What follows belongs to an exercise in optimizing a design on an open flow for small area, a short achievable clock period and few clock cycles per item; a production flow would make more cautious choices. At most, simulation tests tie the RTL to the original design; equivalence was not proved. Only the layout flow was run in run 1; the RTL was not checked for function there.

## flow/design.v (module list and top-level ports; edited modules follow where they fit)
// module mlp_seq_accel: 945 lines
module mlp_seq_accel (
  input  logic        clk,
  input  logic        reset,
  input  logic        start,
  output logic [9:0]  x_addr,
  input  logic [31:0] x_data,
  output logic [19:0] w_addr,
  input  logic [31:0] w_data,
  output logic        rd_en,
  output logic        busy,
  output logic        done,
  output logic [3:0]  predicted_digit,
  output logic [31:0] max_score
);
  // ...
==> flow/flow/run.sh <==
#!/bin/bash
set -uo pipefail
bash standard.sh SETUP_SLACK_MARGIN=9.0 \
  "CTS_ARGS=-sink_clustering_enable -repair_clock_nets -dont_use_dummy_load -sink_clustering_size 24 -sink_clustering_max_diameter 100" \
  finish > flow_make.log 2>&1
==> flow/standard.sh <==
#!/bin/bash
# synth_recipe.tcl (not shown) runs the flow's synth.tcl, then flattens the netlist and writes it again
# the make line also repeats each setting of config.mk as NAME=value (left out here)
make -C /OpenROAD-flow-scripts/flow DESIGN_CONFIG=/design/flow/config.mk WORK_HOME=/design/flow/orfs CLKGATE_MAP_FILE= SYNTH_SCRIPT=/design/flow/synth_recipe.tcl "${@:-finish}"
==> flow/config.mk <==
export PLATFORM = sky130hd
export DESIGN_NAME = mlp_seq_accel
export DESIGN_NICKNAME = mlp_seq_accel
export VERILOG_FILES = /design/flow/design.v
export SDC_FILE = /design/flow/constraint.sdc
export NUM_CORES = 4
export LEC_CHECK = 0
export CAP_MARGIN = 20
export CORE_MARGIN = 2
export CORE_UTILIZATION = 45
export SLEW_MARGIN = 20
==> flow/constraint.sdc <==
create_clock -name core_clock -period 13.0 [get_ports {clk}]
set_input_delay 2.6000 -clock core_clock [delete_from_list [all_inputs] [get_ports {clk}]]
set_output_delay 2.6000 -clock core_clock [all_outputs]
set_load 0.01 [all_outputs]
==> metrics.md, run 1 <==
| Metric | Value |
|---|---|
| Final worst slack | `8.42 ns` |
| Signal inverters | `between 600 and 700` |
| Critical path class | `in -> reg` |
| Area contributors post-synth | `dfxtp_1 (34%), fa_1 (11%), edfxtp_1 (7.6%)` |
| Mapped Area | `58900 sq um` |
| Synth Area in XOR/XNOR | `around 7.5%` |
| Total number of vias | `approximately 43000` |
| Cell Area, Placed | `slightly above 60000 sq um` |
| Starting density of the core | `45.4%` |
| Slew Limit Fails | `0` |
| Highest Signal Layer | `met5` |
| Fmax achieved | `around 220 MHz` |
| I/O Pins | `roughly 140` |
| Synth async-reset ratio | `5.48%` |
| Commonest non-fill, non-tap cell in the layout | `dfxtp_1` |
| Chip height | `between 300 and 400 microns` |
| Most frequent cell after synthesis | `dfxtp_1` |
| Final wirelength | `188 mm` |
| Simple-gate area share of the yosys netlist | `5.48%` |
| Metal2 WL | `approximately 79 mm` |
| Dpl hpwl | `around 120 mm` |
| Design area | `69500 sq um` |
| Core region area | `approximately 130000 sq um` |
| Post-synth top area share | `about a third` |
| CTS Buf Count | `66` |
| Fillers | `approximately 11000` |
| Syn avg cell area | `around 11 sq um` |
| Status | `finished clean` |
==> run 2: changes to the inputs <==
--- a/flow/design.v
+++ b/flow/design.v
@@ -89,17 +89,17 @@
       end
       default: st_n = S_IDLE;
     endcase
   end
   assign w2row = 13'd785 + {9'd0, po_n};
   always_comb begin
     rd_n   = 1'b0;
     tag0_n = T_NONE;
-    xa_n   = i_n;
+    xa_n   = (st_n == S_W1) ? i_n + 10'd1 : 10'd0;
     wa_n   = {3'd0, wp_n};
     case (st_n)
       S_B2:  begin rd_n = 1'b1; tag0_n = T_RFIRST; wa_n = {16'h18D8, po_n}; end
       S_B1:  begin rd_n = 1'b1; tag0_n = T_CLR;    wa_n = {13'd784, h_n}; end
       S_W1:  begin rd_n = 1'b1; tag0_n = T_ACC; end
       S_W2, S_W2L: begin rd_n = 1'b1; tag0_n = T_RADD; wa_n = {w2row, g_n}; end
       S_FL:  tag0_n = (k_n == 4'd0) ? T_FLUSH : T_NONE;
       S_EV:  tag0_n = T_EVAL;
@@ -141,30 +141,31 @@
     k_q  <= k_n;
     h_q  <= h_n;
     g_q  <= g_n;
     i_q  <= i_n;
     wp_q <= wp_n;
     xa_q <= xa_n;
     wa_q <= wa_n;
   end
-  logic [31:0] a_q, am;
+  logic [31:0] xp_q, a_q, am;
   logic [33:0] a3_q;
   logic [10:0] bs1_q, bs2_q, bs3_q, bs4_q, bneg_q;
   logic [30:0] act_q;
   logic [33:0] wx;
   assign wx = {w_data[31], w_data, 1'b0};
   always_comb begin
     case (tag1_q)
-      T_ACC:   am = x_data;
+      T_ACC:   am = xp_q;
       T_RADD:  am = {1'b0, act_q};
       default: am = 32'h0100_0000;
     endcase
   end
   always_ff @(posedge clk) begin
+    xp_q <= x_data;
     a_q  <= am;
     a3_q <= {{2{am[31]}}, am} + {am[31], am, 1'b0};
     for (int j = 0; j < 11; j++) begin
       bneg_q[j] <= wx[3*j+3];
       case (wx[3*j+3 -: 4])
         4'b0001, 4'b0010, 4'b1101, 4'b1110: {bs4_q[j], bs3_q[j], bs2_q[j], bs1_q[j]} <= 4'b0001;
         4'b0011, 4'b0100, 4'b1011, 4'b1100: {bs4_q[j], bs3_q[j], bs2_q[j], bs1_q[j]} <= 4'b0010;
         4'b0101, 4'b0110, 4'b1001, 4'b1010: {bs4_q[j], bs3_q[j], bs2_q[j], bs1_q[j]} <= 4'b0100;
==> run 2 against run 1 <==
  * Largest cell class unchanged
  * Non-clock buffer count is 73 lower
  * Global-route usage decreased by 0.64 points
  * Area after synthesis is 2.7% higher
  * First-iteration DRC count decreased by 5.3%
  * Still clean on timing, DRC and antenna
  * Clock skew fell by 0.0013 ns
==> metrics.md, run 2 <==
| Metric | Value |
|---|---|
| Status | `finished clean (unchanged)` |
| Largest net degree at the start of global routing | `63 (was 68)` |
| Chip height | `371 microns (was 366 microns)` |
| Final hold violations | `0 (unchanged)` |
| Final worst slack | `8.75 ns (was 8.42 ns)` |
| Congestion Overflow GR | `0 (unchanged)` |
| Mapped Area | `60500 sq um (was 58900 sq um)` |
| IO buf count | `132 (unchanged)` |
| Slew Limit Fails | `0 (unchanged)` |
| Final ANT Viol Nets | `0 (unchanged)` |
| Dpl hpwl | `121 mm (was 118 mm)` |
| Critical path class | `reg -> reg (was in -> reg)` |
| Post-Place Setup Slack | `7.44 ns (was 7.16 ns)` |
| Total Routing Usage GR | `26.6% (was 27.3%)` |
| Starting density of the core | `45.3% (was 45.4%)` |
| WL per Instance | `25.0 microns (was 25.6 microns)` |
| FF-to-FF setup slack | `8.75 ns (was 8.68 ns)` |
| Worst hold path cell count | `0 (unchanged)` |
| Residual DRC | `0 (unchanged)` |
| Antenna diodes | `0 (was 1)` |
| Area contributors post-synth | `dfxtp_1 (35%), fa_1 (11%), edfxtp_1 (6.9%) (was dfxtp_1 (34%), fa_1 (11%), edfxtp_1 (7.6%))` |
| Cell type with the largest total area after synthesis | `dfxtp_1 (unchanged)` |
| Layout cells sized above 1 | `14.8% (was 19.3%)` |
| Cell mode on critical path | `buf_4` |
| Final wirelength | `188 mm (about the same)` |
| Synth unique cells | `94 (was 95)` |
| Final period util | `32.7% (was 35.2%)` |
| Sum Neg Setup Slack | `0 ns (unchanged)` |
| Cells after Synth | `5751 (was 5503)` |
| Syn avg cell area | `10.5 sq um (was 10.7 sq um)` |
| Critical-path cell list | `buf_12, bufbuf_16, a22oi_2, fa_1, inv_2, ha_4, buf_4, nand2_1, o211ai_1, a21oi_2, buf_4, a2111o_1, a31oi_4, a21oi_4, nand2b_4, xnor2_2, mux2_2 (was buf_6, a22oi_2, inv_2, ha_4, inv_2, fa_2, nor2b_4, o21ai_1, nand2b_1, a21oi_4, o31ai_4, o41ai_4, o21ai_2, buf_4, a21oi_4, buf_6, o31ai_2, xor2_1)` |
| Max-slew headroom | `29.1% (was 20.9%)` |
| Crit path launch type | `register (was input port)` |
| Clock-pin slew on the worst setup and hold paths | `0.08 ns (was 0.10 ns)` |
| Number of hold buffers added after CTS | `0 (unchanged)` |
| Seq/Total Area, Yosys | `44.7% (about the same)` |
| Crit path arrival time | `4.79 ns (was 5.13 ns)` |
| FP Rows | `134 (was 132)` |
| Slowest cell delay on critical path | `0.54 ns (was 0.36 ns)` |
| Commonest non-fill, non-tap cell in the layout | `dfxtp_1 (unchanged)` |
| DP Cell Count | `7286 (was 7023)` |
| Tmin final | `4.25 ns (was 4.58 ns)` |
| Most frequent cells in the layout | `dfxtp_1 (986), inv_1 (645), a22o_1 (336), fa_1 (302), xnor2_1 (295) (was dfxtp_1 (931), inv_1 (634), a22o_1 (325), fa_1 (300), xnor2_1 (273))` |
| CP required | `13.55 ns (was 13.56 ns)` |
| TritonCTS Sinks | `1264 (was 1222)` |
| CTS tree | `yes (unchanged)` |
| Worst-margin pin slew | `1.06 ns (was 1.18 ns)` |
| Die ar. | `137000 sq um (was 134000 sq um)` |
| DR iter-0 viols | `5070 (was 5353)` |
| # Max-Cap Violations | `0 (unchanged)` |
| Total number of vias | `44000 (was 43200)` |
| Clock latency (worst-skew pair) | `0.69 ns (about the same)` |
| RD Place Congestion | `0.915 (was 0.959)` |
| Root Driver | `clkbuf_16 (unchanged)` |
| Fmax achieved | `235 MHz (was 219 MHz)` |
| Slowest CP cell | `dfrtp_4 (was o41ai_4)` |
| RSZ-0062 raised after global routing | `yes (unchanged)` |
| Avg Vias per Cell | `5.85 (was 5.88)` |
| I/O Pins | `136 (unchanged)` |
| RR Endpoint | `ring_q[9][59] (was ring_q[9][64])` |
| Worst Hold Launch | `ring_q[8][23] (was ring_q[3][65])` |
| R2R Path Start | `f_radd_q (unchanged)` |
| Post-synth top area share | `35.0% (was 34.2%)` |
| Worst Hold Class | `reg -> reg (unchanged)` |
| Area Overhead vs Synth | `14.2% (was 18.0%)` |
| Top FF cell, synth | `dfxtp_1 (unchanged)` |
| Post-synth EDFFs | `139 (was 149)` |
| Core region area | `133000 sq um (was 130000 sq um)` |
| NumNets Final | `6381 (was 6227)` |
| Width of the die | `371 microns (was 366 microns)` |
| Drt pass-1 iters | `7 (was 9)` |
| Synth async-reset ratio | `5.30% (was 5.48%)` |
| Synth warn | `2 (unchanged)` |
| Top flop regs | `ring_q x710, acc_q x72, s_q x64 (unchanged)` |
| Worst Setup SP | `f_radd_q (was x_data[1])` |
| Clock Skew | `0.0849 ns (was 0.0861 ns)` |
| Initial antenna violation count | `6 (was 10)` |
| CP Max Fanout | `5 (was 3)` |
| First-pass GRT wire length | `277 mm (was 272 mm)` |
| FF+latch count, synth | `1264 (was 1222)` |
| Most frequent cell after synthesis | `dfxtp_1 (unchanged)` |
| Layout Cells excl Fill | `7527 (was 7349)` |
| CTS Buf Count | `67 (was 66)` |
| Setup violators final | `0 (unchanged)` |
| Worst hold path endpoint | `ring_q[7][23] (was ring_q[2][65])` |
| Vias in the first global route | `43300 (was 41900)` |
| Max FFs per register | `710 (unchanged)` |
| Maximum root-to-sink buffer count | `3 (unchanged)` |
| CTS H-tree depth | `3 (unchanged)` |
| Most flop-heavy register | `ring_q (unchanged)` |
| Crit. End Element | `register (unchanged)` |
| Post-synth top cells | `dfxtp_1 (1058), inv_1 (672), clkbuf_1 (372) (was dfxtp_1 (1006), inv_1 (662), clkbuf_1 (341))` |
| Worst R2R Path Depth | `17 (was 18)` |
==> run 2: cell count changes after synthesis, moves of 14 or more <==
| cell | previous run | this run |
|---|---|---|
| nand4_1 | 41 | 76 |
| dfxtp_1 | 1006 | 1058 |
| nor2_1 | 242 | 263 |
| nand2_1 | 193 | 229 |
| nor3_1 | 26 | 40 |
| nand3_1 | 57 | 112 |
| clkbuf_1 | 341 | 372 |
| mux2i_1 | 38 | 7 |
==> run 2: through the flow <==
| step | instance area (sq um) | hold WS (ns) | util (%) |
|---|---|---|---|
| 5_1_grt | 69000 | 0.290 | 51.7 |
| 3_3_place_gp | 63000 | 0.310 | 47.2 |
| 2_1_floorplan | 60500 | 0.310 | - |
| 3_5_place_dp | 63000 | 0.312 | 47.2 |
| 6_report | 69000 | 0.293 | 51.7 |
| 4_1_cts | 67300 | 0.292 | 50.4 |
==> run 2: final cells by class <==
type	count	area, sq um
timing repair buffer	388	4150
fill	12000	64400
sequential	1264	27200
clock buffer	67	1680
multi-input combinational	3367	31200
tap	1768	2210
inverter	673	2530
==> run 2: how the worst max path moves through the flow <==
| stage | endpoint | slack [ns] | cells after the start |
|---|---|---|---|
| 2_1_floorplan | ring_q[9][70] | 9.00 | 15 |
| 3_3_place_gp | acc_q[71] | 7.46 | 14 |
| 3_5_place_dp | acc_q[71] | 7.44 | 14 |
| 4_1_cts | acc_q[71] | 8.75 | 15 |
| 5_1_grt | acc_q[61] | 8.65 | 19 |
| 6_report | ring_q[9][59] | 8.75 | 17 |
==> run 2: repair_timing <==
action | 4_1_cts | 5_1_grt
endpoints found under the setup margin | 293 | 207
buffers inserted | 99 | 57
cloned | 11 | 7
pin swaps | 61 | 112
resized for setup | 436 | 297
==> run 2: logic make-up after synthesis <==
family	count (synthesis)	share of synthesized area [%]
compound gates	1336	16.9
flops	1264	44.7
buf+inv	1123	7.03
simple gates	879	6.91
fa+ha+maj	558	15.5
xor+xnor	506	7.36
mux	84	1.55
other cells	1	0.00620
==> run 2: per-layer routing <==
layer  part of all wire (%)  routed length (microns)  GRT usage [%]
met3                     12                    22800           10.2
met5                  0.070                      131          0.280
met2                     40                    75800           37.8
met4                    4.7                     8920           9.98
met1                     43                    80600           36.5
==> run 2: critical path, delay by kind of cell (launching register included) <==
family / cells / cell delay (ns)
mux: 1 / 0.27
buf+inv: 5 / 0.89
compound gates: 6 / 1.34
xor+xnor: 1 / 0.17
simple gates: 2 / 0.29
fa+ha+maj: 2 / 0.61
flops: 1 / 0.54
Testbench counts of run 2, summed over its fixed seeds: cycles 814,328, items 8.

re-timing with driven ports:
The flow's constraints put no driver on any port. The routed layouts listed below were extracted and timed again, unchanged, in two steps.
Step 1 sets driving cells, clkbuf_16 on the clock port and buf_2 on the other inputs (assumed; they add their load-dependent delay and slew).
Step 2 moves the port delays by t, midway between the first and last clock arrival at a register: inputs arrive t later, outputs are due t later. That takes back most of the time a late clock gives input paths.
Three values: no drivers, after step 1, after step 2; two values: the first two.
run	shift t [ns]	setup WS [ns]	worst hold slack (ns)	worst data-port slew with drivers (ns)
run 1	0.719	8.424 / 8.459 / 7.740	0.276 / 0.276 / 0.276	0.07
run 2	0.729	8.752 / 8.752 / 8.752	0.293 / 0.293 / 0.293	0.08
After both steps every run listed still meets setup and hold. For run 1, which loses most, drivers alone change the setup slack by +0.035 ns; drivers and shift together by -0.684 ns.
